Context: an optimization exercise on an open-source flow, tuned for small area. The choices shown serve that exercise and are no tape-out recipe.
RTL that was checked went through simulation tests only; none was proved equivalent to the original.
Function not checked in run 2: the RTL went through the layout flow alone.
Power is estimated from default activity; no workload was simulated.

==> design.v <==
`default_nettype none
package eegp_pkg;
  localparam int BAND_W   = 24;
  localparam int CFG_IDX_W = 4;
  localparam int Q_DEPTH  = 2;
  localparam logic [7:0] QUALITY_DEFAULT = 8'd200;
  localparam logic [7:0] RAW_ROW_LEN     = 8'd2;
  localparam logic [7:0] BAND_ROW_LEN    = 8'd24;
  localparam logic [7:0] SYNC_FIRST_RST  = 8'd170;
  localparam logic [7:0] SYNC_SECOND_RST = 8'd170;
  localparam logic [6:0] CODE_QUAL_RST   = 7'd2;
  localparam logic [6:0] CODE_ATTN_RST   = 7'd4;
  localparam logic [6:0] CODE_MED_RST    = 7'd5;
  localparam logic [7:0] CODE_RAW_RST    = 8'd128;
  localparam logic [7:0] CODE_BAND_RST   = 8'd131;
  localparam logic [7:0] MAX_PAYLOAD_RST = 8'd169;
  localparam logic [CFG_IDX_W-1:0] REG_SYNC_FIRST  = 4'd0;
  localparam logic [CFG_IDX_W-1:0] REG_SYNC_SECOND = 4'd1;
  localparam logic [CFG_IDX_W-1:0] REG_CODE_QUAL   = 4'd2;
  localparam logic [CFG_IDX_W-1:0] REG_CODE_ATTN   = 4'd3;
  localparam logic [CFG_IDX_W-1:0] REG_CODE_MED    = 4'd4;
  localparam logic [CFG_IDX_W-1:0] REG_CODE_RAW    = 4'd5;
  localparam logic [CFG_IDX_W-1:0] REG_CODE_BAND   = 4'd6;
  localparam logic [CFG_IDX_W-1:0] REG_MAX_PAYLOAD = 4'd7;
  localparam logic [3:0] KIND_QUALITY    = 4'd0;
  localparam logic [3:0] KIND_ATTENTION  = 4'd1;
  localparam logic [3:0] KIND_MEDITATION = 4'd2;
  localparam logic [3:0] KIND_RAW        = 4'd3;
  localparam logic [3:0] KIND_BAND0      = 4'd4;
  typedef struct packed {
    logic [7:0]  quality;
    logic [7:0]  attention;
    logic [7:0]  meditation;
    logic [15:0] raw;
    logic        raw_seen;
    logic        band_seen;
  } snap_t;
  localparam int SNAP_W = 42;   
endpackage
`default_nettype wire
`default_nettype none
import eegp_pkg::*;
module eeg_packet_parser #(
  parameter int BAND_COUNT = 8
) (
  input  wire logic                 clk,
  input  wire logic                 rst,
  input  wire logic                 cfg_valid,
  output logic                      cfg_ready,
  input  wire logic [CFG_IDX_W-1:0] cfg_index,
  input  wire logic [7:0]           cfg_data,
  input  wire logic                 push,
  output logic                      full,
  input  wire logic [7:0]           rx_byte,
  input  wire logic                 pop,
  output logic                      empty,
  output logic [3:0]                value_kind,
  output logic signed [24:0]        value_data,
  output logic                      last_value
);
  localparam logic [2:0] F_SYNC1 = 3'd0, F_SYNC2 = 3'd1, F_LEN = 3'd2, F_PAY = 3'd3, F_CHK = 3'd4;
  localparam logic [1:0] R_CODE = 2'd0, R_LEN = 2'd1, R_SINGLE = 2'd2, R_DATA = 2'd3;
  localparam logic [1:0] C_NONE = 2'd0, C_Q = 2'd1, C_A = 2'd2, C_M = 2'd3;
  localparam logic [1:0] C_RAW = 2'd1, C_BAND = 2'd2;
  assign cfg_ready = 1'b1;
  logic [7:0] sync_first, sync_second, code_raw_wave, code_band_power, max_payload;
  logic [6:0] code_quality, code_attn, code_med;
  logic [7:0] cfg_one, cfg_zero;    
  logic [7:0] cfg_en;
  assign cfg_one  = cfg_data | {8{rst}};
  assign cfg_zero = cfg_data & {8{~rst}};
  always_comb begin
    for (int k = 0; k < 8; k++) cfg_en[k] = rst || (cfg_valid && cfg_index == 4'(k));
  end
  function automatic logic [7:0] cfg_d(input logic [7:0] rst_val);
    for (int b = 0; b < 8; b++) cfg_d[b] = rst_val[b] ? cfg_one[b] : cfg_zero[b];
  endfunction
  logic [7:0] d_qual, d_attn, d_med;
  assign d_qual = cfg_d({1'b0, CODE_QUAL_RST});
  assign d_attn = cfg_d({1'b0, CODE_ATTN_RST});
  assign d_med  = cfg_d({1'b0, CODE_MED_RST});
  always_ff @(posedge clk) begin
    if (cfg_en[REG_SYNC_FIRST])  sync_first      <= cfg_d(SYNC_FIRST_RST);
    if (cfg_en[REG_SYNC_SECOND]) sync_second     <= cfg_d(SYNC_SECOND_RST);
    if (cfg_en[REG_CODE_QUAL])   code_quality    <= d_qual[6:0];
    if (cfg_en[REG_CODE_ATTN])   code_attn       <= d_attn[6:0];
    if (cfg_en[REG_CODE_MED])    code_med        <= d_med[6:0];
    if (cfg_en[REG_CODE_RAW])    code_raw_wave   <= cfg_d(CODE_RAW_RST);
    if (cfg_en[REG_CODE_BAND])   code_band_power <= cfg_d(CODE_BAND_RST);
    if (cfg_en[REG_MAX_PAYLOAD]) max_payload     <= cfg_d(MAX_PAYLOAD_RST);
  end
  logic [2:0]  frame_phase;
  logic [1:0]  row_phase, row_class;
  logic [7:0]  pay_rem, row_rem, checksum_sum;
  logic        q_full, q_push;
  logic [1:0]  q_count;
  logic        wr_ptr, rd_ptr;
  logic        accept, in_pay, in_data, band_row, last_row_byte;
  logic        pay_ge2, pay_ge3;
  assign full          = (frame_phase == F_CHK) && q_full;
  assign accept        = push && !full;
  assign in_pay        = accept && (frame_phase == F_PAY);
  assign in_data       = in_pay && (row_phase == R_DATA);
  assign band_row      = (row_class == C_BAND);
  assign last_row_byte = (row_rem == 8'd1);
  assign pay_ge2       = (pay_rem != 8'd1);
  assign pay_ge3       = pay_ge2 && (pay_rem != 8'd2);
  assign q_push        = accept && (frame_phase == F_CHK) && match_a;
  logic [7:0] cmp_a, cmp_b;
  logic       match_a, match_b, match_c;
  always_comb begin
    case (frame_phase)
      F_SYNC1: cmp_a = sync_first;
      F_SYNC2: cmp_a = sync_second;
      F_PAY:   cmp_a = rx_byte[7] ? code_raw_wave : {1'b0, code_quality};
      default: cmp_a = ~checksum_sum;
    endcase
  end
  assign cmp_b   = rx_byte[7] ? code_band_power : {1'b0, code_attn};
  assign match_a = (rx_byte == cmp_a);
  assign match_b = (rx_byte == cmp_b);
  assign match_c = (rx_byte == {1'b0, code_med});
  always_ff @(posedge clk) begin
    if (rst) begin
      frame_phase <= F_SYNC1;
    end else if (accept) begin
      case (frame_phase)
        F_SYNC1: if (match_a) frame_phase <= F_SYNC2;
        F_SYNC2: frame_phase <= match_a ? F_LEN : F_SYNC1;
        F_LEN: begin
          if (rx_byte > max_payload) frame_phase <= F_SYNC1;
          else frame_phase <= (rx_byte == 8'd0) ? F_CHK : F_PAY;
        end
        F_PAY: if (pay_rem == 8'd1) frame_phase <= F_CHK;
        default: frame_phase <= F_SYNC1;
      endcase
    end
  end
  always_ff @(posedge clk) begin
    if (accept && frame_phase == F_LEN) begin
      pay_rem      <= rx_byte;
      checksum_sum <= '0;
      row_phase    <= R_CODE;
    end else if (in_pay) begin
      pay_rem      <= pay_rem - 8'd1;
      checksum_sum <= checksum_sum + rx_byte;
      case (row_phase)
        R_CODE: begin
          row_phase <= rx_byte[7] ? R_LEN : R_SINGLE;
          if (match_a) row_class <= C_Q;
          else if (match_b) row_class <= C_A;
          else if (match_c) row_class <= C_M;
          else row_class <= C_NONE;
        end
        R_SINGLE: row_phase <= R_CODE;
        R_LEN: begin
          row_rem   <= rx_byte;
          row_phase <= (rx_byte == 8'd0) ? R_CODE : R_DATA;
          if ((row_class == C_RAW && rx_byte != RAW_ROW_LEN) ||
              (row_class == C_BAND && rx_byte != BAND_ROW_LEN)) row_class <= C_NONE;
        end
        default: begin
          row_rem <= row_rem - 8'd1;
          if (last_row_byte) row_phase <= R_CODE;
        end
      endcase
    end
  end
  logic [7:0]  p_quality, p_attention, p_meditation;
  logic [15:0] p_raw;
  logic        p_raw_seen, p_band_seen;
  logic [BAND_W-1:0] p_band [BAND_COUNT];
  always_ff @(posedge clk) begin
    if (accept && frame_phase == F_LEN) begin
      p_quality    <= QUALITY_DEFAULT;
      p_attention  <= '0;
      p_meditation <= '0;
      p_raw_seen   <= 1'b0;
      p_band_seen  <= 1'b0;
    end else if (in_pay) begin
      if (row_phase == R_SINGLE) begin
        if (row_class == C_Q) p_quality    <= rx_byte;
        if (row_class == C_A) p_attention  <= rx_byte;
        if (row_class == C_M) p_meditation <= rx_byte;
      end
      if (row_phase == R_DATA && row_class == C_RAW && last_row_byte) p_raw_seen <= 1'b1;
      if (row_phase == R_DATA && band_row && last_row_byte) p_band_seen <= 1'b1;
    end
  end
  always_ff @(posedge clk) begin
    if (in_data && row_class == C_RAW && row_rem[1:0] == 2'd2 && pay_ge2) p_raw[15:8] <= rx_byte;
    if (in_data && row_class == C_RAW && last_row_byte) p_raw[7:0] <= rx_byte;
  end
  for (genvar g = 0; g < BAND_COUNT; g++) begin : g_band
    always_ff @(posedge clk) begin
      if (in_data && band_row && row_rem[4:0] == 5'(24 - 3 * g) && pay_ge3) p_band[g][23:16] <= rx_byte;
      if (in_data && band_row && row_rem[4:0] == 5'(23 - 3 * g) && pay_ge2) p_band[g][15:8]  <= rx_byte;
      if (in_data && band_row && row_rem[4:0] == 5'(22 - 3 * g))            p_band[g][7:0]   <= rx_byte;
    end
  end
  logic [7:0]  e_quality [2], e_attention [2], e_meditation [2];
  logic [15:0] e_raw [2];
  logic        e_raw_seen [2], e_band_seen [2];
  logic [BAND_W-1:0] ring [2][BAND_COUNT];
  logic [2:0]  ring_base [2];    
  logic [2:0]  phase;            
  logic [2:0]  xfer_idx;         
  logic        xfer_ent;         
  logic        xfer_go;
  logic [1:0]  ring_ins;
  logic [BAND_W-1:0] xfer_word;
  logic        rd_en;
  assign q_full  = q_count[1];
  assign empty   = (q_count == 2'd0);
  assign xfer_go = q_push && p_band_seen;
  always_comb begin
    xfer_word = '0;
    for (int i = 0; i < BAND_COUNT; i++)
      xfer_word |= {BAND_W{xfer_idx == 3'(i)}} & p_band[i];
  end
  for (genvar e = 0; e < 2; e++) begin : g_entry
    assign ring_ins[e] = (xfer_go && wr_ptr == 1'(e)) || (xfer_idx != 3'd0 && xfer_ent == 1'(e));
    always_ff @(posedge clk) begin
      if (q_push && wr_ptr == 1'(e)) begin
        e_quality[e]    <= p_quality;
        e_attention[e]  <= p_attention;
        e_meditation[e] <= p_meditation;
        e_raw[e]        <= p_raw;
        e_raw_seen[e]   <= p_raw_seen;
        e_band_seen[e]  <= p_band_seen;
        ring_base[e]    <= phase + 3'd1;
      end
    end
    always_ff @(posedge clk) begin
      ring[e][0] <= ring_ins[e] ? xfer_word : ring[e][BAND_COUNT-1];
      for (int i = 1; i < BAND_COUNT; i++) ring[e][i] <= ring[e][i-1];
    end
  end
  always_ff @(posedge clk) begin
    if (rst) begin
      phase    <= '0;
      xfer_idx <= '0;
    end else begin
      phase <= phase + 3'd1;
      if (xfer_go) xfer_idx <= 3'd1;
      else if (xfer_idx != 3'd0) xfer_idx <= xfer_idx + 3'd1;
    end
  end
  always_ff @(posedge clk) begin
    if (xfer_go) xfer_ent <= wr_ptr;
  end
  always_ff @(posedge clk) begin
    if (rst) begin
      wr_ptr  <= 1'b0;
      rd_ptr  <= 1'b0;
      q_count <= '0;
    end else begin
      if (q_push) wr_ptr <= ~wr_ptr;
      if (rd_en) rd_ptr <= ~rd_ptr;
      if (q_push && !rd_en) q_count <= q_count + 2'd1;
      else if (rd_en && !q_push) q_count <= q_count - 2'd1;
    end
  end
  logic [3:0] kind;
  logic       h_raw_seen, h_band_seen;
  logic [15:0] h_raw;
  logic       take;
  logic [2:0] band_idx, band_place;
  assign value_kind  = kind;
  assign h_raw_seen  = e_raw_seen[rd_ptr];
  assign h_band_seen = e_band_seen[rd_ptr];
  assign h_raw       = e_raw[rd_ptr];
  assign take        = pop && !empty;
  assign band_idx    = {~kind[2], kind[1:0]};
  assign band_place  = phase - ring_base[rd_ptr] - band_idx;
  logic [1:0]  hsel;
  logic [3:0]  ksel;
  logic        kband;
  logic [BAND_COUNT-1:0] psel;
  assign hsel  = {rd_ptr, ~rd_ptr};
  assign kband = kind[3] || kind[2];
  always_comb begin
    for (int k = 0; k < 4; k++) ksel[k] = (kind == 4'(k));
    for (int i = 0; i < BAND_COUNT; i++) psel[i] = kband && (band_place == 3'(i));
  end
  always_comb begin
    value_data = '0;
    for (int e = 0; e < 2; e++) begin
      value_data |= {25{hsel[e] & ksel[0]}} & {17'd0, e_quality[e]};
      value_data |= {25{hsel[e] & ksel[1]}} & {17'd0, e_attention[e]};
      value_data |= {25{hsel[e] & ksel[2]}} & {17'd0, e_meditation[e]};
      value_data |= {25{hsel[e] & ksel[3]}} & {{9{e_raw[e][15]}}, e_raw[e]};
      for (int i = 0; i < BAND_COUNT; i++)
        value_data |= {25{hsel[e] & psel[i]}} & {1'b0, ring[e][i]};
    end
  end
  assign last_value = (kind == 4'd11) ||
                      (kind == KIND_RAW && !h_band_seen) ||
                      (kind == KIND_MEDITATION && !h_raw_seen && !h_band_seen);
  assign rd_en = take && last_value;
  always_ff @(posedge clk) begin
    if (rst) begin
      kind <= KIND_QUALITY;
    end else if (take) begin
      if (last_value) kind <= KIND_QUALITY;
      else if (kind == KIND_MEDITATION) kind <= h_raw_seen ? KIND_RAW : KIND_BAND0;
      else kind <= kind + 4'd1;
    end
  end
endmodule
`default_nettype wire
==> run.sh <==
#!/bin/bash
# synth_recipe.tcl (not shown) runs the flow's synth.tcl, then flattens the netlist and writes it again
# the make line also repeats each setting of config.mk as NAME=value (left out here)
make -C /OpenROAD-flow-scripts/flow DESIGN_CONFIG=/design/flow/config.mk WORK_HOME=/design/flow/orfs CLKGATE_MAP_FILE= SYNTH_SCRIPT=/design/flow/synth_recipe.tcl finish
==> config.mk <==
export PLATFORM = sky130hd
export DESIGN_NAME = eeg_packet_parser
export DESIGN_NICKNAME = eeg_packet_parser
export VERILOG_FILES = /design/flow/design.v
export SDC_FILE = /design/flow/constraint.sdc
export NUM_CORES = 4
export LEC_CHECK = 0
export CAP_MARGIN = 20
export CORE_MARGIN = 2
export CORE_UTILIZATION = 60
export CTS_BUF_LIST = sky130_fd_sc_hd__clkbuf_16
export CTS_CLUSTER_DIAMETER = 70
export CTS_CLUSTER_SIZE = 30
export PLACE_DENSITY = 0.7
export SLEW_MARGIN = 20
==> constraint.sdc <==
create_clock -name core_clock -period 7.0 [get_ports {clk}]
set_input_delay 1.4000 -clock core_clock [delete_from_list [all_inputs] [get_ports {clk}]]
set_output_delay 1.4000 -clock core_clock [all_outputs]
set_load 0.01 [all_outputs]
==> results.sh, run 1 <==
export IMPL_post_cts_buffers=0
export IMPL_cts_tree="done"
export IMPL_overflow=0
export IMPL_grt_pass1_wl_mm=101.3
export IMPL_drtPass1Iterations=7
export IMPL_cp_end_kind="output pin"
export IMPL_critPathLaunchType="flip-flop"
export IMPL_synth_seq_cells=815
export IMPL_final_nets=2189
export IMPL_layout_drive_gt1_share_pct=10.29
export IMPL_grt_max_degree=51
export IMPL_hp_class="flip-flop to flip-flop"
export IMPL_synth_distinct_cells=76
export IMPL_hold_viol=0
export IMPL_syn_area_um2=28850
export IMPL_htreeDepth=2
export IMPL_p_clk_share_pct=28.1
export IMPL_diodes=0
export IMPL_crit_path_start="kind[0]$_SDFFE_PP0P_"
export IMPL_viasPerCell=6.270
export IMPL_cp_buffers_inverters=4
export IMPL_final_common_cell="dfxtp_1"
export IMPL_internal_power_w=0.007123
export IMPL_synth_nets=2154
export IMPL_clock_skew_ps=37.01
export IMPL_p_sw_share_pct=24.30
export IMPL_critPathTopFamily="adder cells"
export IMPL_setup_viol=0
export IMPL_critPathMostFrequentCell="inv_1"
export IMPL_gp_congestion=0.8562
export IMPL_area_growth_pct=9.024
export IMPL_synth_area_per_cell_um2=13.82
export IMPL_ys_seq_area_share_pct=69.66
export IMPL_fill_cells=3452
export IMPL_die_y_um=223.3
export IMPL_num_vias=17330
export IMPL_min_period_ps=6711
export IMPL_worstMarginPinSlew_ps=1073
export IMPL_powerDensity_nw_per_um2=299.1
export IMPL_dieWidth_um=223.3
export IMPL_drt_wl_total_mm=66.58
export IMPL_power_frac_comb_pct=7.8
export IMPL_synth_edf_count=378
export IMPL_slowest_stage="xor3_4"
export IMPL_clk_latency_ps=610
export IMPL_grt_total_usage_pct=26.77
export IMPL_clk_pin_slew_worst_paths_ps=110
export IMPL_dp_hpwl_mm=42.20
export IMPL_remaining_drc_errors=0
export IMPL_mostFrequentLayoutCells="dfxtp_1 (436), edfxtp_1 (378), nand2_1 (162), nor2_1 (102), a22oi_1 (85)"
export IMPL_arrival_ps=5310
export IMPL_finalCritPeriodShare_pct=95.87
export IMPL_io_buffers=56
export IMPL_crit_required_ps=5600
export IMPL_yosys_most_used_dff="dfxtp_1"
export IMPL_clock_sinks=815
export IMPL_coreArea_um2=47650
export IMPL_max_freq_mhz=149.0
export IMPL_critPathKind="flip-flop to output pin"
export IMPL_synthCells=2088
export IMPL_num_rows=80
export IMPL_root_buffer="clkbuf_16"
export IMPL_cp_depth=13
export IMPL_rr_worst_depth=10
export IMPL_report_final_slew_viol_count=0
export IMPL_rr_startpoint="frame_phase[0]$_SDFFE_PP0P_"
export IMPL_peakVddDrop_v=0.0001902
export IMPL_ant_nets=0
export IMPL_boundaryPins=58
export IMPL_slowest_delay_ps=640
export IMPL_r2r_end="q_count[1]$_SDFFE_PP0P_"
export IMPL_multi_input_area_um2=8247
export IMPL_p_switching_w=0.002287
export IMPL_worstPathMaxFanout=23
export IMPL_hp_start="ring[6][11]$_DFF_P_"
export IMPL_numCtsBuffers=38
export IMPL_grt_antenna_before_repair=0
export IMPL_synth_warning_count=10
export IMPL_final_util_pct=66.02
export IMPL_crit_end="value_data[10]"
export IMPL_drt_first_iter_violations=1950
export IMPL_clockBufferDepth=3
export IMPL_async_reset_ff_share_pct=0
export IMPL_dieArea_um2=49860
export IMPL_crit_path_cell_trace="inv_1 -> fa_1 -> inv_1 -> ha_1 -> or2_2 -> fa_2 -> xnor2_1 -> xor3_4 -> buf_4 -> nor2_1 -> a22oi_1 -> o221ai_1 -> clkdlybuf4s50_1"
export IMPL_grt_pass1_vias=17100
export IMPL_relSlewSlack_pct=28.23
export IMPL_area_sequential_um2=20100
export IMPL_seqPwrFrac_pct=64.1
export IMPL_start_util_pct=60.56
export IMPL_fin_tns_setup_ps=0
export IMPL_drv_cap=0
export IMPL_wl_per_cell_um=24.10
export IMPL_p_leak_nw=11.22
export IMPL_r2r_slack_ps=3570
export IMPL_rsz0062_at_grt="false"
export IMPL_status="no timing/DRC/antenna violations"
[cell usage after synthesis (4+ instances only)]
library cell  instances  area [um2]
a2111oi_0             8       70.07
a211oi_1             11       82.58
a21o_1                4       30.03
a21oi_1              81       405.4
a221o_1              27       270.3
a221oi_1             18       157.7
a222oi_1             69       690.7
a22o_1                7       61.31
a22oi_1              85       638.1
a31oi_1              14       87.58
and2_1                5       31.28
and3_1               20       125.1
buf_1                16       60.06
buf_2                 5       25.02
buf_6                 6       67.56
clkbuf_1             87       326.6
dfxtp_1             437        8748
edfxtp_1            378       11350
ha_1                 38       475.5
inv_1                35       131.4
mux2_2               21       236.5
mux2_4               40       600.6
mux2i_1              83       830.8
nand2_1             162       608.1
nand2b_1              8       50.05
nand3_1              38       190.2
nand4_1              15       93.84
nor2_1              105       394.1
nor2b_1              18       112.6
nor3_1               31       155.2
nor4_1                9       56.30
o211ai_1             16       120.1
o21ai_0              55       275.3
o22ai_1              12       75.07
or2_2                11       68.82
or3_1                 6       37.54
or4_1                 4       30.03
xnor2_1              20       175.2
xor2_1               21       183.9
[cell families (layout without fill, tap and decap cells)]
group                    count (synthesis)  in the layout  share of synthesized area [%]
AND/OR/NAND/NOR                        442            442                          7.125
adder cells (fa/ha/maj)                 41             41                          1.856
flip-flops                             815            815                          69.66
other                                    1              1                        0.01300
multiplexers                           147            147                          6.015
XOR/XNOR                                47             47                          1.670
buffers and inverters                  152            212                          2.168
AO/OA/AOI/OAI                          443            443                          11.50
[stage by stage]
step                cells  worst slack (ps)  total power (W)  hold slack, ps  instance area [um2]
global placement     2698             907.6         0.006796           332.4                30200
detailed placement   2698             903.1         0.006833           333.7                30200
CTS                  2763             213.5         0.009432           336.8                31440
global route         2763             46.96         0.009727           348.1                31460
floorplan            2088             246.1         0.006461           323.1                28850
finish               2763             289.3         0.009410           338.0                31460
[power by group through the flow]
stage / clock (W) / sequential (W) / combinational, W
floorplan: 0 / 0.00597 / 0.000488
global placement: 0 / 0.00609 / 0.000709
detailed placement: 0 / 0.00611 / 0.000722
CTS: 0.00269 / 0.00602 / 0.000726
global route: 0.00285 / 0.00609 / 0.000785
finish: 0.00265 / 0.00603 / 0.000729
[worst min-delay path by stage]
stage	end	slack, ps	depth (start not counted)
after floorplan	ring[14][22]$_DFF_P_	320	0
after global placement	ring[13][13]$_DFF_P_	330	0
after detailed placement	ring[13][13]$_DFF_P_	330	0
after CTS	ring[10][3]$_DFF_P_	340	0
after global routing	ring[13][3]$_DFF_P_	350	0
final	ring[7][11]$_DFF_P_	340	0
[what timing repair did]
| action | in CTS | in global routing |
|---|---|---|
| endpoints found under the setup margin | 0 | 4 |
| gates resized for setup | 0 | 5 |
| hold endpoints to repair | 0 | 0 |
| hold buffers | 0 | 0 |
[layout make-up]
type,instances,share of cell area [%]
Clock inverter,25,0.7557
Multi-Input combinational cell,1121,26.22
Timing Repair Buffer,110,3.063
Sequential cell,815,63.90
Tap cell,615,2.446
Inverter,37,0.4415
Clock buffer,40,3.182
[sequential cells by signal (all words and copies together) (netlist names), 8 cells and up]
signal,flops
p_quality,8
max_payload,8
e_attention,16
p_band,192
ring,384
sync_second,8
code_raw_wave,8
e_raw,32
e_meditation,16
p_raw,16
code_band_power,8
p_meditation,8
sync_first,8
p_attention,8
pay_rem,8
row_rem,8
checksum_sum,8
e_quality,16
[worst register-to-register path: stages, from the launching register on]
cell and delay [ps]:
dfxtp_1 590, or3_1 390, o22ai_1 130, a211oi_1 310, xnor2_1 190, nand4_2 310
or2_2 470, nor2_1 140, ha_1 280, or3_1 380, a21oi_1 160
[per-layer routing]
| layer | global-route usage (%) | vias to the layer above | wire length (um) |
|---|---|---|---|
| li1 | - | 7950 | - |
| met1 | 38.63 | 8639 | 28950 |
| met2 | 41.75 | 634 | 31040 |
| met3 | 5.005 | 102 | 4827 |
| met4 | 7.935 | 0 | 1768 |
| met5 | 0 | - | 0 |
==> run 2: changes to the inputs <==
--- a/design.v
+++ b/design.v
@@ -59,5 +59,5 @@
   output logic                      last_value
 );
-  localparam logic [2:0] F_SYNC1 = 3'd0, F_SYNC2 = 3'd1, F_LEN = 3'd2, F_PAY = 3'd3, F_CHK = 3'd4;
+  localparam logic [4:0] F_SYNC1 = 5'd1, F_SYNC2 = 5'd2, F_LEN = 5'd4, F_PAY = 5'd8, F_CHK = 5'd16;
   localparam logic [1:0] R_CODE = 2'd0, R_LEN = 2'd1, R_SINGLE = 2'd2, R_DATA = 2'd3;
   localparam logic [1:0] C_NONE = 2'd0, C_Q = 2'd1, C_A = 2'd2, C_M = 2'd3;
@@ -90,5 +90,5 @@
     if (cfg_en[REG_MAX_PAYLOAD]) max_payload     <= cfg_d(MAX_PAYLOAD_RST);
   end
-  logic [2:0]  frame_phase;
+  logic [4:0]  frame_phase;
   logic [1:0]  row_phase, row_class;
   logic [7:0]  pay_rem, row_rem, checksum_sum;
@@ -211,4 +211,5 @@
   logic [BAND_W-1:0] xfer_word;
   logic        rd_en;
+  assign rd_ptr  = wr_ptr ^ (q_count == 2'd1);
   assign q_full  = q_count[1];
   assign empty   = (q_count == 2'd0);
@@ -229,5 +230,5 @@
         e_raw_seen[e]   <= p_raw_seen;
         e_band_seen[e]  <= p_band_seen;
-        ring_base[e]    <= phase + 3'd1;
+        ring_base[e]    <= phase + 3'd5;
       end
     end
@@ -253,9 +254,7 @@
     if (rst) begin
       wr_ptr  <= 1'b0;
-      rd_ptr  <= 1'b0;
       q_count <= '0;
     end else begin
       if (q_push) wr_ptr <= ~wr_ptr;
-      if (rd_en) rd_ptr <= ~rd_ptr;
       if (q_push && !rd_en) q_count <= q_count + 2'd1;
       else if (rd_en && !q_push) q_count <= q_count - 2'd1;
@@ -273,5 +272,5 @@
   assign take        = pop && !empty;
   assign band_idx    = {~kind[2], kind[1:0]};
-  assign band_place  = phase - ring_base[rd_ptr] - band_idx;
+  assign band_place  = phase - ring_base[rd_ptr] - kind[2:0];
   logic [1:0]  hsel;
   logic [3:0]  ksel;
==> flow/run.sh (new file) <==
#!/bin/bash
# Own layout flow: the standard ORFS flow (standard.sh, synth_recipe.tcl)
# with three changes to how the layout is made:
#  - logic mapping in synthesis uses flow/abc_map.script, an area-oriented ABC
#    script, in place of ORFS's abc_speed.script (flip-flop mapping, flattening
#    and renaming are unchanged, so the registers are the standard ones);
#  - a leaner clock tree: no dummy loads, larger sink clusters of clkbuf_16;
#  - single-drive buffers on the ports.
# Make's output goes to flow_make.log here; each ORFS step keeps its own log
# under orfs/logs/.
set -euo pipefail
cd "$(dirname "$0")/.."
rm -rf scripts_abc
cp -r "$FLOW_HOME/scripts" scripts_abc
cp flow/abc_map.script scripts_abc/abc_speed.script
CTS="-sink_clustering_enable -repair_clock_nets -dont_use_dummy_load"
CTS="$CTS -buf_list sky130_fd_sc_hd__clkbuf_16 -sink_clustering_size 30 -sink_clustering_max_diameter 70"
bash standard.sh "SCRIPTS_DIR=$PWD/scripts_abc" "CTS_ARGS=$CTS" \
  "BUFFER_PORTS_ARGS=-buffer_cell sky130_fd_sc_hd__buf_1" finish > flow_make.log 2>&1
==> flow/abc_map.script (new file) <==
strash
dc2
&get -n
&st
&dch -f
&nf -R 1000
&put
topo
stime -c
==> standard.sh (new file) <==
#!/bin/bash
# synth_recipe.tcl (not shown) runs the flow's synth.tcl, then flattens the netlist and writes it again
# the make line also repeats each setting of config.mk as NAME=value (left out here)
make -C /OpenROAD-flow-scripts/flow DESIGN_CONFIG=/design/flow/config.mk WORK_HOME=/design/flow/orfs CLKGATE_MAP_FILE= SYNTH_SCRIPT=/design/flow/synth_recipe.tcl "${@:-finish}"
--- a/config.mk
+++ b/config.mk
@@ -9,7 +9,4 @@
 export CORE_MARGIN = 2
 export CORE_UTILIZATION = 60
-export CTS_BUF_LIST = sky130_fd_sc_hd__clkbuf_16
-export CTS_CLUSTER_DIAMETER = 70
-export CTS_CLUSTER_SIZE = 30
 export PLACE_DENSITY = 0.7
 export SLEW_MARGIN = 20
removed: run.sh
==> results.sh, run 2 <==
export IMPL_status="no timing/DRC/antenna violations"
export IMPL_synthCells=1840
export IMPL_synth_edf_count=378
export IMPL_drv_cap=0
export IMPL_power_w=0.009459
export IMPL_root_buffer="clkbuf_16"
export IMPL_gp_congestion=0.8618
export IMPL_htreeDepth=2
export IMPL_async_reset_ff_share_pct=0
export IMPL_drtPass1Iterations=9
export IMPL_cts_hold_fix_buffers=0
export IMPL_layout_drive_gt1_share_pct=6.960
export IMPL_synth_distinct_cells=49
export IMPL_synth_common_cells="dfxtp_1 (438), edfxtp_1 (378), nor2_1 (159)"
export IMPL_grt_total_usage_pct=28.32
export IMPL_drt_first_iter_violations=2292
export IMPL_peakVddDrop_v=0.0001969
export IMPL_hold_viol=0
export IMPL_arrival_ps=5270
export IMPL_area_growth_pct=9.404
export IMPL_fill_cells=3179
export IMPL_finalCritPeriodShare_pct=95.29
export IMPL_p_leak_nw=10.35
export IMPL_mostFrequentLayoutCells="dfxtp_1 (438), edfxtp_1 (378), nor2_1 (143), a222oi_1 (141), nand2_1 (77)"
export IMPL_num_vias=16850
export IMPL_synth_top_area_share_pct=41.97
export IMPL_crit_required_ps=5600
export IMPL_final_nets=2067
export IMPL_final_common_cell="dfxtp_1"
export IMPL_dieArea_um2=46790
export IMPL_largest_reg_flops=384
export IMPL_multi_input_area_um2=6902
export IMPL_highest_layer="met4"
export IMPL_dp_hpwl_mm=40.93
export IMPL_worstPathMaxFanout=8
export IMPL_cts_tree="done"
export IMPL_met2WireLength_mm=31.62
export IMPL_numCtsBuffers=38
export IMPL_powerDensity_nw_per_um2=319.6
export IMPL_cp_end_kind="output pin"
export IMPL_slowest_delay_ps=520
export IMPL_ant_nets=0
export IMPL_report_final_slew_viol_count=0
export IMPL_synth_seq_cells=816
export IMPL_top_regs="ring (384), p_band (192), e_raw (32)"
export IMPL_layout_cells_non_filler=2589
export IMPL_relSlewSlack_pct=27.29
export IMPL_crit_path_cell_trace="clkinv_1 -> ha_1 -> xnor2_2 -> mux2i_1 -> fa_1 -> clkinv_1 -> ha_1 -> or2_0 -> fa_1 -> xnor2_1 -> xnor2_1 -> xnor2_1 -> nand2_1 -> nor2_2 -> buf_4 -> a222oi_1 -> and4_1 -> nand3_1 -> buf_1"
export IMPL_synth_warning_count=10
export IMPL_wl_per_cell_um=25.59
export IMPL_critPathMostFrequentCell="xnor2_1"
export IMPL_slowest_stage="fa_1"
export IMPL_grt_max_degree=46
export IMPL_yosys_most_used_dff="dfxtp_1"
export IMPL_io_buffers=56
export IMPL_drt_wl_total_mm=66.25
export IMPL_grt_pass1_vias=16740
export IMPL_clock_skew_ps=79.26
export IMPL_clock_sinks=816
export IMPL_critPathTopFamily="adder cells"
export IMPL_critPathKind="flip-flop to output pin"
export IMPL_diodes=0
export IMPL_start_util_pct=61.03
export IMPL_max_freq_mhz=149.9
export IMPL_num_rows=77
export IMPL_critPathLaunchType="flip-flop"
export IMPL_cp_buffers_inverters=4
export IMPL_worstMarginPinSlew_ps=1087
export IMPL_m1WireLength_mm=27.41
export IMPL_synth_area_per_cell_um2=14.70
export IMPL_ys_seq_area_share_pct=74.38
export IMPL_synth_area_leaders="edfxtp_1 (42%), dfxtp_1 (32%), a222oi_1 (5.2%)"
export IMPL_overflow=0
export IMPL_viasPerCell=6.509
export IMPL_dp_cells=2551
export IMPL_synth_most_common_cell="dfxtp_1"
export IMPL_grt_pass1_wl_mm=99.71
export IMPL_min_period_ps=6671
export IMPL_hp_class="flip-flop to flip-flop"
export IMPL_boundaryPins=58
export IMPL_dieWidth_um=216.3
export IMPL_die_y_um=216.3
export IMPL_clk_pin_slew_worst_paths_ps=110
export IMPL_largest_register="ring"
export IMPL_clockBufferDepth=3
export IMPL_setup_viol=0
export IMPL_wl_met3_mm=5.395
export IMPL_coreArea_um2=44320
export IMPL_area_sequential_um2=20120
export IMPL_final_util_pct=66.77
export IMPL_grt_antenna_before_repair=0
export IMPL_syn_area_um2=27050
export IMPL_yosysTopAreaCell="edfxtp_1"
export IMPL_remaining_drc_errors=0
export IMPL_synth_nets=1908
export IMPL_clk_latency_ps=600
[run 2: cell type report]
cell class,instances,share of cell area [%]
Multi-Input combinational cell,979,23.32
Timing Repair Buffer,120,2.414
Sequential cell,816,67.99
Inverter,44,0.5581
Clock buffer,38,3.213
Tap cell,592,2.503
[run 2: worst paths after layout]
check	slack (ps)	endpoint	cells past startpoint	from
max reg2reg	2460	ring[8][3]$_DFF_P_	15	frame_phase[2]$_SDFFE_PP0P_
max	330	value_data[11]	19	q_count[1]$_SDFFE_PP0P_
min	320	ring[9][4]$_DFF_P_	0	ring[8][4]$_DFF_P_
min reg2reg	320	ring[9][4]$_DFF_P_	0	ring[8][4]$_DFF_P_
[run 2: layer usage]
layer	up-vias	global-route usage [%]
met5	-	0
met4	0	9.178
met3	117	5.011
met2	768	46.01
met1	8406	39.10
li1	7560	-
[run 2: what timing repair did]
item | CTS | global route
setup endpoints to repair | 0 | 23
hold endpoints to repair | 0 | 0
gates resized for setup | 0 | 2
buffers inserted | 0 | 0
[run 2: cells by family (layout without fill, tap and decap cells)]
family	after synthesis	count (layout)	synth area share, %
buffers and inverters	45	202	0.6384
muxes	42	42	1.688
AOI/OAI and AO/OA	423	423	12.28
DFF	816	816	74.38
other	1	1	0.01386
adders and majority gates	43	43	2.072
xor gates and xnor gates	36	36	1.166
and+or+nand+nor	434	434	7.757
[run 2: metrics by stage]
step           setup TNS [ps]  cell area, um2  hold WS, ps  worst slack [ps]
2_1_floorplan               0           27050        329.8             440.3
3_3_place_gp                0           28600        332.3             863.7
3_5_place_dp                0           28620        335.3             796.9
4_1_cts                     0           29570        323.2             145.4
5_1_grt                -33.25           29590        312.8            -19.65
6_report                    0           29590        316.7             329.4
[run 2: where the power goes]
group	leakage [nW]	internal, W	total, W	switching, W
clock network	0.468	0.000977	0.00235	0.00137
logic	2.75	0.000378	0.00102	0.000643
registers	7.13	0.00568	0.00609	0.000407
==> run 3: changes to the inputs <==
--- a/design.v
+++ b/design.v
@@ -211,5 +211,4 @@
   logic [BAND_W-1:0] xfer_word;
   logic        rd_en;
-  assign rd_ptr  = wr_ptr ^ (q_count == 2'd1);
   assign q_full  = q_count[1];
   assign empty   = (q_count == 2'd0);
@@ -254,7 +253,9 @@
     if (rst) begin
       wr_ptr  <= 1'b0;
+      rd_ptr  <= 1'b0;
       q_count <= '0;
     end else begin
       if (q_push) wr_ptr <= ~wr_ptr;
+      if (rd_en) rd_ptr <= ~rd_ptr;
       if (q_push && !rd_en) q_count <= q_count + 2'd1;
       else if (rd_en && !q_push) q_count <= q_count - 2'd1;
==> flow/abc_map.script (replaced) <==
strash
&get -n
&st
&dch -f
&nf -R 1000
&put
topo
stime -c
==> results.sh, run 3 <==
export IMPL_status="no timing/DRC/antenna violations"
export IMPL_p_clk_share_pct=23.1
export IMPL_synth_seq_cells=817
export IMPL_power_frac_comb_pct=8.7
export IMPL_clk_latency_ps=600
export IMPL_hp_class="flip-flop to flip-flop"
export IMPL_setup_viol=0
export IMPL_multi_input_area_um2=7020
export IMPL_cp_buffers_inverters=5
export IMPL_start_util_pct=61.16
export IMPL_synth_distinct_cells=45
export IMPL_grt_pass1_vias=16380
export IMPL_layout_drive_gt1_share_pct=5.821
export IMPL_grt_total_usage_pct=27.29
export IMPL_area_growth_pct=9.038
export IMPL_top_regs="ring (384), p_band (192), e_raw (32)"
export IMPL_highest_layer="met4"
export IMPL_io_buffers=56
export IMPL_htreeDepth=2
export IMPL_grt_max_degree=46
export IMPL_final_common_cell="dfxtp_1"
export IMPL_worstMarginPinSlew_ps=1098
export IMPL_synth_area_leaders="edfxtp_1 (42%), dfxtp_1 (32%), a222oi_1 (4.1%)"
export IMPL_synth_nets=1945
export IMPL_drtPass1Iterations=10
export IMPL_numCtsBuffers=37
export IMPL_cp_end_kind="output pin"
export IMPL_r2r_end="ring[8][6]$_DFF_P_"
export IMPL_synth_top_area_share_pct=41.79
export IMPL_dieArea_um2=46990
export IMPL_r2r_slack_ps=2660
export IMPL_wl_met3_mm=5.359
export IMPL_largest_register="ring"
export IMPL_dieWidth_um=216.8
export IMPL_critPathLaunchType="flip-flop"
export IMPL_grt_pass1_wl_mm=96.89
export IMPL_final_nets=2095
export IMPL_root_buffer="clkbuf_16"
export IMPL_crit_path_start="kind[0]$_SDFFE_PP0P_"
export IMPL_internal_power_w=0.007452
export IMPL_cts_resized=0
export IMPL_final_util_pct=66.68
export IMPL_worstPathMaxFanout=14
export IMPL_crit_required_ps=5600
export IMPL_synth_common_cells="dfxtp_1 (439), edfxtp_1 (378), nor2_1 (137)"
export IMPL_synth_warning_count=10
export IMPL_clock_skew_ps=64.42
export IMPL_boundaryPins=58
export IMPL_area_sequential_um2=20140
export IMPL_fill_cells=3199
export IMPL_hold_viol=0
export IMPL_fin_tns_setup_ps=0
export IMPL_synth_area_per_cell_um2=14.46
export IMPL_largest_reg_flops=384
export IMPL_syn_area_um2=27160
export IMPL_min_period_ps=6507
export IMPL_relSlewSlack_pct=26.78
export IMPL_p_switching_w=0.002549
export IMPL_m1WireLength_mm=26.62
export IMPL_yosys_most_used_dff="dfxtp_1"
export IMPL_gp_congestion=0.8462
export IMPL_drv_cap=0
export IMPL_clk_pin_slew_worst_paths_ps=100
export IMPL_viasPerCell=6.422
export IMPL_rsz0062_at_grt="false"
export IMPL_crit_end="value_data[21]"
export IMPL_critPathTopFamily="simple AND/OR/NAND/NOR gates"
export IMPL_ys_seq_area_share_pct=74.14
export IMPL_max_freq_mhz=153.7
export IMPL_rr_startpoint="frame_phase[4]$_SDFFE_PP0P_"
export IMPL_async_reset_ff_share_pct=0
export IMPL_slowest_delay_ps=690
export IMPL_hp_start="ring[5][20]$_DFF_P_"
export IMPL_synthCells=1879
export IMPL_rr_worst_depth=17
export IMPL_ant_nets=0
export IMPL_die_y_um=216.8
export IMPL_drt_wl_total_mm=64.47
export IMPL_remaining_drc_errors=0
export IMPL_crit_path_cell_trace="clkinv_1 -> fa_1 -> clkinv_1 -> ha_1 -> or2_0 -> fa_1 -> xor2_1 -> nand3_1 -> nor2_2 -> buf_4 -> buf_4 -> a22oi_1 -> nand4_1 -> or2_0 -> buf_1"
export IMPL_clockBufferDepth=3
export IMPL_clock_sinks=817
export IMPL_worst_slack_ps=492.7
export IMPL_cts_hold_fix_buffers=0
export IMPL_powerDensity_nw_per_um2=337.6
export IMPL_diodes=0
export IMPL_p_leak_nw=10.50
export IMPL_num_rows=77
export IMPL_drt_first_iter_violations=2317
export IMPL_slowest_stage="nor2_2"
export IMPL_report_final_slew_viol_count=0
export IMPL_peakVddDrop_v=0.0002551
export IMPL_dp_hpwl_mm=40.22
export IMPL_min_delay_path_depth=0
export IMPL_finalCritPeriodShare_pct=92.96
export IMPL_yosysTopAreaCell="edfxtp_1"
export IMPL_grt_antenna_before_repair=0
export IMPL_coreArea_um2=44410
export IMPL_mostFrequentLayoutCells="dfxtp_1 (439), edfxtp_1 (378), nor2_1 (133), nand2_1 (111), a222oi_1 (111)"
export IMPL_seqPwrFrac_pct=68.3
export IMPL_wl_per_cell_um=24.61
export IMPL_overflow=0
export IMPL_synth_most_common_cell="dfxtp_1"
export IMPL_synth_edf_count=378
export IMPL_arrival_ps=5110
export IMPL_cts_tree="done"
export IMPL_critPathKind="flip-flop to output pin"
export IMPL_post_cts_buffers=0
export IMPL_place_ws_ps=1150
export IMPL_num_vias=16820
export IMPL_p_sw_share_pct=25.48
export IMPL_met2WireLength_mm=30.91
export IMPL_cp_depth=15
-- run 3: cell types whose count changed after synthesis, moves of 7 or more --
cell / change
mux2i_1: +21
clkinv_1: -11
nor2_1: -22
and4_1: -19
nand4_1: +22
o21ai_0: -24
a222oi_1: -30
or2_0: +25
a22oi_1: +21
a21oi_1: +35
nand2_1: +34
nor4_1: +13
a221oi_1: +7
mux2_1: -18
-- run 3: power by group through the flow --
stage	combinational [W]	sequential [W]	clock [W]
2_1_floorplan	0.000557	0.00667	0
5_1_grt	0.000948	0.00693	0.00249
3_5_place_dp	0.000852	0.00689	0
6_report	0.000867	0.00683	0.00231
4_1_cts	0.000857	0.00680	0.00234
3_3_place_gp	0.000832	0.00686	0
-- run 3: worst min path at each step --
stage | to | slack, ps
floorplan | ring[11][13]$_DFF_P_ | 330
global placement | ring[3][12]$_DFF_P_ | 330
detailed placement | ring[14][16]$_DFF_P_ | 330
CTS | ring[6][20]$_DFF_P_ | 300
global route | ring[9][20]$_DFF_P_ | 310
finish | ring[6][20]$_DFF_P_ | 300
-- run 3: per-stage QoR --
step                power, W  cells  area (um2)  hold slack [ps]
detailed placement  0.007747   2582       28680            334.5
global placement    0.007687   2582       28670            332.4
finish               0.01000   2619       29620            305.0
floorplan           0.007225   1879       27170            329.8
CTS                 0.009998   2619       29600            304.1
global route         0.01037   2619       29620            306.5
-- run 3: routing by layer --
layer	up-vias	global-route usage (%)
li1	7622	-
met4	0	8.858
met5	-	0
met2	745	44.79
met1	8345	38.23
met3	106	3.480
-- run 3: kinds of logic after synthesis --
family          after synthesis  share of synthesized area, %
flops                       817                         74.14
simple gates                474                         8.342
compound gates              421                         11.85
xor+xnor                     46                         1.483
mux                          45                         1.709
fa+ha+maj                    41                         1.972
buf+inv                      34                        0.4837
other cells                   1                       0.01381
-- run 3: final cells by class --
| class | count | area share [%] |
|---|---|---|
| tap | 592 | 2.501 |
| inverter | 33 | 0.4182 |
| sequential | 817 | 68.00 |
| clock buffer | 37 | 3.126 |
| multi-input combinational | 1028 | 23.70 |
| timing repair buffer | 112 | 2.252 |
-- run 3: worst register-to-register path, delay by kind of cell, from the launching register on --
| kind | cells | cell delay [ps] |
|---|---|---|
| AO/OA/AOI/OAI | 3 | 480 |
| AND/OR/NAND/NOR | 9 | 2310 |
| flip-flops | 1 | 400 |
| buffers and inverters | 4 | 930 |
| XOR/XNOR | 1 | 150 |
==> run 4: changes to the inputs <==
--- a/design.v
+++ b/design.v
@@ -59,5 +59,5 @@
   output logic                      last_value
 );
-  localparam logic [4:0] F_SYNC1 = 5'd1, F_SYNC2 = 5'd2, F_LEN = 5'd4, F_PAY = 5'd8, F_CHK = 5'd16;
+  localparam int F_SYNC1 = 0, F_SYNC2 = 1, F_LEN = 2, F_PAY = 3, F_CHK = 4;
   localparam logic [1:0] R_CODE = 2'd0, R_LEN = 2'd1, R_SINGLE = 2'd2, R_DATA = 2'd3;
   localparam logic [1:0] C_NONE = 2'd0, C_Q = 2'd1, C_A = 2'd2, C_M = 2'd3;
@@ -98,7 +98,7 @@
   logic        accept, in_pay, in_data, band_row, last_row_byte;
   logic        pay_ge2, pay_ge3;
-  assign full          = (frame_phase == F_CHK) && q_full;
+  assign full          = frame_phase[F_CHK] && q_full;
   assign accept        = push && !full;
-  assign in_pay        = accept && (frame_phase == F_PAY);
+  assign in_pay        = accept && frame_phase[F_PAY];
   assign in_data       = in_pay && (row_phase == R_DATA);
   assign band_row      = (row_class == C_BAND);
@@ -106,14 +106,12 @@
   assign pay_ge2       = (pay_rem != 8'd1);
   assign pay_ge3       = pay_ge2 && (pay_rem != 8'd2);
-  assign q_push        = accept && (frame_phase == F_CHK) && match_a;
+  assign q_push        = accept && frame_phase[F_CHK] && match_a;
   logic [7:0] cmp_a, cmp_b;
   logic       match_a, match_b, match_c;
   always_comb begin
-    case (frame_phase)
-      F_SYNC1: cmp_a = sync_first;
-      F_SYNC2: cmp_a = sync_second;
-      F_PAY:   cmp_a = rx_byte[7] ? code_raw_wave : {1'b0, code_quality};
-      default: cmp_a = ~checksum_sum;
-    endcase
+    cmp_a = ({8{frame_phase[F_SYNC1]}} & sync_first) |
+            ({8{frame_phase[F_SYNC2]}} & sync_second) |
+            ({8{frame_phase[F_PAY]}} & (rx_byte[7] ? code_raw_wave : {1'b0, code_quality})) |
+            ({8{frame_phase[F_CHK]}} & ~checksum_sum);
   end
   assign cmp_b   = rx_byte[7] ? code_band_power : {1'b0, code_attn};
@@ -123,20 +121,29 @@
   always_ff @(posedge clk) begin
     if (rst) begin
-      frame_phase <= F_SYNC1;
+      frame_phase <= 5'(1 << F_SYNC1);
     end else if (accept) begin
-      case (frame_phase)
-        F_SYNC1: if (match_a) frame_phase <= F_SYNC2;
-        F_SYNC2: frame_phase <= match_a ? F_LEN : F_SYNC1;
-        F_LEN: begin
-          if (rx_byte > max_payload) frame_phase <= F_SYNC1;
-          else frame_phase <= (rx_byte == 8'd0) ? F_CHK : F_PAY;
-        end
-        F_PAY: if (pay_rem == 8'd1) frame_phase <= F_CHK;
-        default: frame_phase <= F_SYNC1;
-      endcase
+      frame_phase <= '0;
+      if (frame_phase[F_SYNC1]) begin
+        frame_phase[F_SYNC1] <= !match_a;
+        frame_phase[F_SYNC2] <= match_a;
+      end
+      if (frame_phase[F_SYNC2]) begin
+        frame_phase[F_LEN]   <= match_a;
+        frame_phase[F_SYNC1] <= !match_a;
+      end
+      if (frame_phase[F_LEN]) begin
+        if (rx_byte > max_payload) frame_phase[F_SYNC1] <= 1'b1;
+        else if (rx_byte == 8'd0) frame_phase[F_CHK] <= 1'b1;
+        else frame_phase[F_PAY] <= 1'b1;
+      end
+      if (frame_phase[F_PAY]) begin
+        frame_phase[F_PAY] <= (pay_rem != 8'd1);
+        frame_phase[F_CHK] <= (pay_rem == 8'd1);
+      end
+      if (frame_phase[F_CHK]) frame_phase[F_SYNC1] <= 1'b1;
     end
   end
   always_ff @(posedge clk) begin
-    if (accept && frame_phase == F_LEN) begin
+    if (accept && frame_phase[F_LEN]) begin
       pay_rem      <= rx_byte;
       checksum_sum <= '0;
@@ -172,5 +179,5 @@
   logic [BAND_W-1:0] p_band [BAND_COUNT];
   always_ff @(posedge clk) begin
-    if (accept && frame_phase == F_LEN) begin
+    if (accept && frame_phase[F_LEN]) begin
       p_quality    <= QUALITY_DEFAULT;
       p_attention  <= '0;
@@ -211,4 +218,5 @@
   logic [BAND_W-1:0] xfer_word;
   logic        rd_en;
+  assign rd_ptr  = wr_ptr ^ (q_count == 2'd1);
   assign q_full  = q_count[1];
   assign empty   = (q_count == 2'd0);
@@ -253,9 +261,7 @@
     if (rst) begin
       wr_ptr  <= 1'b0;
-      rd_ptr  <= 1'b0;
       q_count <= '0;
     end else begin
       if (q_push) wr_ptr <= ~wr_ptr;
-      if (rd_en) rd_ptr <= ~rd_ptr;
       if (q_push && !rd_en) q_count <= q_count + 2'd1;
       else if (rd_en && !q_push) q_count <= q_count - 2'd1;
--- a/flow/run.sh
+++ b/flow/run.sh
@@ -15,5 +15,5 @@
 cp flow/abc_map.script scripts_abc/abc_speed.script
 CTS="-sink_clustering_enable -repair_clock_nets -dont_use_dummy_load"
-CTS="$CTS -buf_list sky130_fd_sc_hd__clkbuf_16 -sink_clustering_size 30 -sink_clustering_max_diameter 70"
+CTS="$CTS -buf_list sky130_fd_sc_hd__clkbuf_16 -sink_clustering_size 33 -sink_clustering_max_diameter 80"
 bash standard.sh "SCRIPTS_DIR=$PWD/scripts_abc" "CTS_ARGS=$CTS" \
   "BUFFER_PORTS_ARGS=-buffer_cell sky130_fd_sc_hd__buf_1" finish > flow_make.log 2>&1
==> flow/abc_map.script (replaced) <==
strash
dc2
&get -n
&st
&dch -f
&nf -R 1000
&put
topo
stime -c
==> results.sh, run 4 <==
export IMPL_start_util_pct=60.66
export IMPL_yosys_most_used_dff="dfxtp_1"
export IMPL_place_ws_ps=735.4
export IMPL_finalCritPeriodShare_pct=95.76
export IMPL_synth_distinct_cells=47
export IMPL_report_final_slew_viol_count=0
export IMPL_yosysTopAreaCell="edfxtp_1"
export IMPL_drt_first_iter_violations=2549
export IMPL_root_buffer="clkbuf_16"
export IMPL_peakVddDrop_v=0.0002663
export IMPL_clk_latency_ps=590
export IMPL_dieWidth_um=215.4
export IMPL_coreArea_um2=44220
export IMPL_clk_pin_slew_worst_paths_ps=110
export IMPL_area_growth_pct=8.834
export IMPL_grt_max_degree=46
export IMPL_die_y_um=215.4
export IMPL_synth_area_leaders="edfxtp_1 (42%), dfxtp_1 (33%), a222oi_1 (5.5%)"
export IMPL_drv_cap=0
export IMPL_synth_mux_area_share_pct=0.6670
export IMPL_slowest_delay_ps=530
export IMPL_critPathKind="flip-flop to output pin"
export IMPL_wl_per_cell_um=25.52
export IMPL_crit_required_ps=5600
export IMPL_numCtsBuffers=34
export IMPL_max_freq_mhz=149.2
export IMPL_htreeDepth=2
export IMPL_clock_sinks=816
export IMPL_grt_total_usage_pct=27.96
export IMPL_hp_class="flip-flop to flip-flop"
export IMPL_num_rows=77
export IMPL_synthCells=1817
export IMPL_ant_nets=0
export IMPL_synth_most_common_cell="dfxtp_1"
export IMPL_mostFrequentLayoutCells="dfxtp_1 (438), edfxtp_1 (378), a222oi_1 (148), nor2_1 (128), nand2_1 (82)"
export IMPL_synth_edf_count=378
export IMPL_drt_wl_total_mm=65.16
export IMPL_clockBufferDepth=3
export IMPL_ys_seq_area_share_pct=75.00
export IMPL_synth_simple_area_share_pct=7.276
export IMPL_num_vias=16580
export IMPL_async_reset_ff_share_pct=0
export IMPL_overflow=0
export IMPL_largest_reg_flops=384
export IMPL_synth_common_cells="dfxtp_1 (438), edfxtp_1 (378), a222oi_1 (148)"
export IMPL_yosys_area_share_xor_xnor_pct=1.273
export IMPL_synth_nets=1885
export IMPL_cp_buffers_inverters=4
export IMPL_layout_drive_gt1_share_pct=6.323
export IMPL_rsz0062_at_grt="false"
export IMPL_remaining_drc_errors=0
export IMPL_drtPass1Iterations=6
export IMPL_worstPathMaxFanout=24
export IMPL_synth_top_family_by_area="compound AO/OA/AOI/OAI gates"
export IMPL_synth_seq_cells=816
export IMPL_synth_warning_count=10
export IMPL_synth_top_area_share_pct=42.31
export IMPL_final_nets=2031
export IMPL_cts_tree="done"
export IMPL_viasPerCell=6.495
export IMPL_io_buffers=56
export IMPL_dp_hpwl_mm=40.53
export IMPL_clock_skew_ps=47.03
export IMPL_syn_area_um2=26830
export IMPL_setup_viol=0
export IMPL_grt_pass1_wl_mm=98.21
export IMPL_grt_antenna_before_repair=0
export IMPL_fin_tns_setup_ps=0
export IMPL_grt_pass1_vias=16380
export IMPL_arrival_ps=5300
export IMPL_dp_cells=2519
export IMPL_powerDensity_nw_per_um2=318.4
export IMPL_synth_compound_area_share_pct=12.95
export IMPL_cp_end_kind="output pin"
export IMPL_final_common_cell="dfxtp_1"
export IMPL_gp_congestion=0.8732
export IMPL_worst_slack_ps=296.5
export IMPL_hold_viol=0
export IMPL_min_period_ps=6703
export IMPL_layout_cells_non_filler=2553
export IMPL_dieArea_um2=46420
export IMPL_status="no timing/DRC/antenna violations"
export IMPL_crit_path_cell_trace="clkinv_1 -> ha_1 -> xnor2_2 -> mux2i_1 -> fa_1 -> clkinv_1 -> ha_1 -> or2_0 -> fa_1 -> xnor2_1 -> xnor2_1 -> xor2_1 -> nand2_1 -> nor2_2 -> buf_4 -> a22o_1 -> a221oi_1 -> and4_1 -> nand3_1 -> buf_1"
export IMPL_top_regs="ring (384), p_band (192), e_raw (32)"
export IMPL_synth_adder_area_share_pct=2.090
export IMPL_boundaryPins=58
export IMPL_diodes=0
export IMPL_slowest_stage="fa_1"
export IMPL_worstMarginPinSlew_ps=1128
export IMPL_critPathLaunchType="flip-flop"
export IMPL_relSlewSlack_pct=24.25
export IMPL_critPathTopFamily="adder cells"
export IMPL_largest_register="ring"
export IMPL_p_leak_nw=10.17
export IMPL_synth_area_per_cell_um2=14.76
==> run 4: cell types whose count changed after synthesis, sizes merged, moves of 15 or more <==
cell | previous run | this run
nand4 | 30 | 11
a222oi | 111 | 148
a22oi | 92 | 54
nand2 | 111 | 82
or2 | 32 | 8
mux2i | 34 | 10
clkinv | 33 | 50
a211oi | 9 | 24
and4 | 0 | 21
==> run 4: path summary, 6_finish.rpt <==
check,startpoint,endpoint,slack (ps),cells past startpoint
max,q_count[1]$_SDFFE_PP0P_,value_data[14],300,20
min,ring[9][23]$_DFF_P_,ring[10][23]$_DFF_P_,320,0
max reg2reg,frame_phase[4]$_SDFFE_PP0P_,ring[0][3]$_DFF_P_,2860,12
min reg2reg,ring[9][23]$_DFF_P_,ring[10][23]$_DFF_P_,320,0
==> run 4: cell type report <==
| class | count | area [um2] |
|---|---|---|
| Multi-Input combinational cell | 950 | 6639 |
| Tap cell | 592 | 740.7 |
| Fill cell | 3165 | 15030 |
| Sequential cell | 816 | 20120 |
| Inverter | 50 | 187.7 |
| Timing Repair Buffer | 111 | 658.1 |
| Clock buffer | 34 | 850.8 |
==> run 4: routing by layer <==
layer / vias to the layer above / part of all wire (%) / GRT usage, %
li1: 7467 / - / -
met4: 0 / 3.0 / 9.540
met5: - / 0 / 0
met1: 8213 / 41 / 38.25
met3: 108 / 9.2 / 5.610
met2: 793 / 47 / 45.16
==> run 4: power by group <==
| group | internal, W | total, W | switching (W) | leakage [nW] |
|---|---|---|---|---|
| registers | 0.00587 | 0.00636 | 0.000494 | 7.26 |
| clock network | 0.000881 | 0.00222 | 0.00134 | 0.419 |
| logic | 0.000252 | 0.000715 | 0.000463 | 2.49 |
| total | 0.00700 | 0.00930 | 0.00230 | 10.2 |
==> run 4: stage by stage <==
stage / hold WS, ps / utilization [%] / power, W / instance area (um2)
finish: 315.1 / 66.02 / 0.009297 / 29200
global route: 324.4 / 66.02 / 0.009626 / 29200
CTS: 319.8 / 65.95 / 0.009300 / 29160
detailed placement: 336.4 / 64.02 / 0.007137 / 28310
global placement: 332.5 / 64.02 / 0.007095 / 28310
floorplan: 329.8 / - / 0.006685 / 26830
==> run 4: logic make-up after synthesis <==
kind of cell    count (synthesis)
simple gates                  406
buf+inv                        51
other cells                     1
mux                            17
compound gates                444
fa+ha+maj                      43
xor+xnor                       39
flops                         816
==> run 4: worst reg2reg max path, cell delays in order (launching register included) <==
cell and delay (ps):
dfxtp_1 510, a222oi_1 530, o21ai_0 200, xnor2_1 170, nand4_1 120, nor4_1 270, buf_4 200, and3_1 390
nand2_1 310, o22ai_4 750, buf_4 440, nor2_1 80, a21oi_1 150
==> run 4: what timing repair did <==
item,4_1_cts,5_1_grt
endpoints found under the setup margin,0,18
hold endpoints to repair,0,0
gates resized for setup,0,6
buffers inserted,0,0
hold buffers,0,0
==> run 5: changes to the inputs <==
--- a/flow/run.sh
+++ b/flow/run.sh
@@ -15,5 +15,5 @@
 cp flow/abc_map.script scripts_abc/abc_speed.script
 CTS="-sink_clustering_enable -repair_clock_nets -dont_use_dummy_load"
-CTS="$CTS -buf_list sky130_fd_sc_hd__clkbuf_16 -sink_clustering_size 33 -sink_clustering_max_diameter 80"
+CTS="$CTS -buf_list sky130_fd_sc_hd__clkbuf_16 -sink_clustering_size 30 -sink_clustering_max_diameter 70"
 bash standard.sh "SCRIPTS_DIR=$PWD/scripts_abc" "CTS_ARGS=$CTS" \
   "BUFFER_PORTS_ARGS=-buffer_cell sky130_fd_sc_hd__buf_1" finish > flow_make.log 2>&1
==> results.sh, run 5 <==
export IMPL_clock_sinks=816
export IMPL_setup_viol=0
export IMPL_coreArea_um2=44220
export IMPL_ys_seq_area_share_pct=75.00
export IMPL_largest_register="ring"
export IMPL_synth_area_per_cell_um2=14.76
export IMPL_remaining_drc_errors=0
export IMPL_syn_area_um2=26830
export IMPL_ant_nets=0
export IMPL_fin_tns_setup_ps=0
export IMPL_io_buffers=56
export IMPL_final_common_cell="dfxtp_1"
export IMPL_dieArea_um2=46420
export IMPL_cp_end_kind="output pin"
export IMPL_start_util_pct=60.66
export IMPL_power_w=0.009427
export IMPL_cts_tree="done"
export IMPL_drv_cap=0
export IMPL_largest_reg_flops=384
export IMPL_powerDensity_nw_per_um2=321.8
export IMPL_synth_common_cells="dfxtp_1 (438), edfxtp_1 (378), a222oi_1 (148)"
export IMPL_synth_distinct_cells=47
export IMPL_yosysTopAreaCell="edfxtp_1"
export IMPL_max_freq_mhz=149.0
export IMPL_dp_hpwl_mm=40.53
export IMPL_diodes=0
export IMPL_synth_nets=1885
export IMPL_dieWidth_um=215.4
export IMPL_clock_skew_ps=86.07
export IMPL_drt_first_iter_violations=2524
export IMPL_status="no timing/DRC/antenna violations"
export IMPL_viasPerCell=6.498
export IMPL_hold_viol=0
export IMPL_num_vias=16620
export IMPL_rsz0062_at_grt="false"
export IMPL_synth_area_leaders="edfxtp_1 (42%), dfxtp_1 (33%), a222oi_1 (5.5%)"
export IMPL_async_reset_ff_share_pct=0
export IMPL_clockBufferDepth=3
export IMPL_drtPass1Iterations=10
export IMPL_top_regs="ring (384), p_band (192), e_raw (32)"
export IMPL_numCtsBuffers=38
export IMPL_clk_latency_ps=610
export IMPL_grt_max_degree=46
export IMPL_arrival_ps=5310
export IMPL_synth_top_area_share_pct=42.31
export IMPL_synth_edf_count=378
export IMPL_clk_pin_slew_worst_paths_ps=110
export IMPL_report_final_slew_viol_count=0
export IMPL_min_period_ps=6713
export IMPL_peakVddDrop_v=0.0002122
export IMPL_synth_seq_cells=816
export IMPL_p_leak_nw=10.22
export IMPL_synth_most_common_cell="dfxtp_1"
export IMPL_boundaryPins=58
export IMPL_grt_total_usage_pct=28.12
export IMPL_hp_class="flip-flop to flip-flop"
export IMPL_worstMarginPinSlew_ps=1075
export IMPL_num_rows=77
export IMPL_overflow=0
export IMPL_area_growth_pct=9.221
export IMPL_wl_per_cell_um=25.54
export IMPL_drt_wl_total_mm=65.30
export IMPL_die_y_um=215.4
export IMPL_critPathLaunchType="flip-flop"
export IMPL_final_nets=2035
export IMPL_grt_antenna_before_repair=1
export IMPL_htreeDepth=2
export IMPL_grt_pass1_vias=16410
export IMPL_grt_pass1_wl_mm=99.06
export IMPL_worstPathMaxFanout=10
export IMPL_finalCritPeriodShare_pct=95.90
export IMPL_relSlewSlack_pct=27.77
export IMPL_crit_required_ps=5600
export IMPL_yosys_most_used_dff="dfxtp_1"
export IMPL_synth_warning_count=10
export IMPL_critPathKind="flip-flop to output pin"
export IMPL_root_buffer="clkbuf_16"
export IMPL_mostFrequentLayoutCells="dfxtp_1 (438), edfxtp_1 (378), a222oi_1 (148), nor2_1 (128), nand2_1 (82)"
export IMPL_synthCells=1817
export IMPL_layout_drive_gt1_share_pct=6.514
export IMPL_gp_congestion=0.8732
==> run 5: cell counts after synthesis <==
No cell type changed its count.
==> run 5: final timing paths <==
| kind | from | end | slack, ps | cells past startpoint |
|---|---|---|---|---|
| worst max-delay path | q_count[1]$_SDFFE_PP0P_ | value_data[9] | 290 | 18 |
| worst min-delay path | ring[4][2]$_DFF_P_ | ring[5][2]$_DFF_P_ | 330 | 0 |
| worst max register to register | frame_phase[4]$_SDFFE_PP0P_ | ring[8][4]$_DFF_P_ | 2900 | 12 |
| worst min register to register | ring[4][2]$_DFF_P_ | ring[5][2]$_DFF_P_ | 330 | 0 |
==> run 5: timing repair <==
action / in CTS / in global routing
endpoints found under the setup margin: 0 / 21
setup buffers: 0 / 0
resized for setup: 0 / 7
hold buffers: 0 / 0
==> run 5: cell type report <==
class	count	area, um2
Clock buffer	38	950.9
Fill cell	3150	14920
Timing Repair Buffer	111	661.9
Tap cell	592	740.7
Multi-Input combinational cell	950	6639
Inverter	50	187.7
Sequential cell	816	20120
==> run 5: through the flow <==
stage          util, %  std cells  worst slack, ps  hold WS, ps  area (um2)
3_5_place_dp     64.02       2519            735.4        336.4       28310
2_1_floorplan        -       1817            465.0        329.8       26830
5_1_grt          66.26       2557            9.058        322.6       29300
4_1_cts          66.17       2557            90.74        322.1       29260
3_3_place_gp     64.02       2519            816.2        332.5       28310
6_report         66.26       2557            287.2        325.4       29300
==> run 5: worst max-delay path: stages (launching register included) <==
cell	delay, ps
dfxtp_1	370
clkinv_1	120
ha_1	260
xnor2_2	190
mux2i_1	240
fa_1	470
ha_1	200
or2_0	250
fa_1	440
xnor2_1	150
xnor2_1	180
xnor2_1	330
nand2_1	210
nor2_4	390
buf_4	300
a222oi_1	100
and4_1	230
nand3_1	110
buf_1	200
==> run 5: logic make-up (layout without fill, tap and decap cells) <==
kind of cell	Yosys count	count (layout)	synth area share (%)
and+or+nand+nor	406	406	7.276
xor gates and xnor gates	39	39	1.273
other	1	1	0.01398
AOI/OAI and AO/OA	444	444	12.95
adders and majority gates	43	43	2.090
buffers and inverters	51	199	0.7276
DFF	816	816	75.00
muxes	17	17	0.6670
==> run 5: layer usage <==
layer  vias to the layer above  GRT usage, %  wire [um]
met4                         2         7.862       1428
met2                       766         45.88      31140
li1                       7471             -          -
met1                      8278         39.45      27160
met5                         -             0         13
met3                        99         4.708       5558
==> run 5: report_power, final <==
group	switching (W)	internal (W)
Sequential	0.000494	0.00587
Clock	0.00137	0.000977
Combinational	0.000464	0.000252

static timing again, ports no longer ideal:
In the flow no input, the clock included, has a driving cell. The finished layouts below were timed again as built, in two steps.
Step 1: set_driving_cell puts a clkbuf_16 on clk and a buf_2 on each other input, an assumption about the parent block.
Step 2 moves the port delays by t, midway between the first and last clock arrival at a register: inputs arrive t later, outputs are due t later. That takes back most of the time a late clock gives input paths.
Three values: ideal, step 1, step 2; two values: the first two.
run | t, ns | setup WS [ns] | worst slew at a driven data input, ns
run 1 | 0.646 | 0.289 / 0.230 / 0.876 | 0.04
run 2 | 0.619 | 0.329 / 0.274 / 0.893 | 0.05
run 3 | 0.629 | 0.493 / 0.434 / 1.063 | 0.05
run 4 | 0.630 | 0.297 / 0.236 / 0.866 | 0.07
run 5 | 0.631 | 0.287 / 0.225 / 0.856 | 0.07
After both steps setup and hold are still met in every run listed.
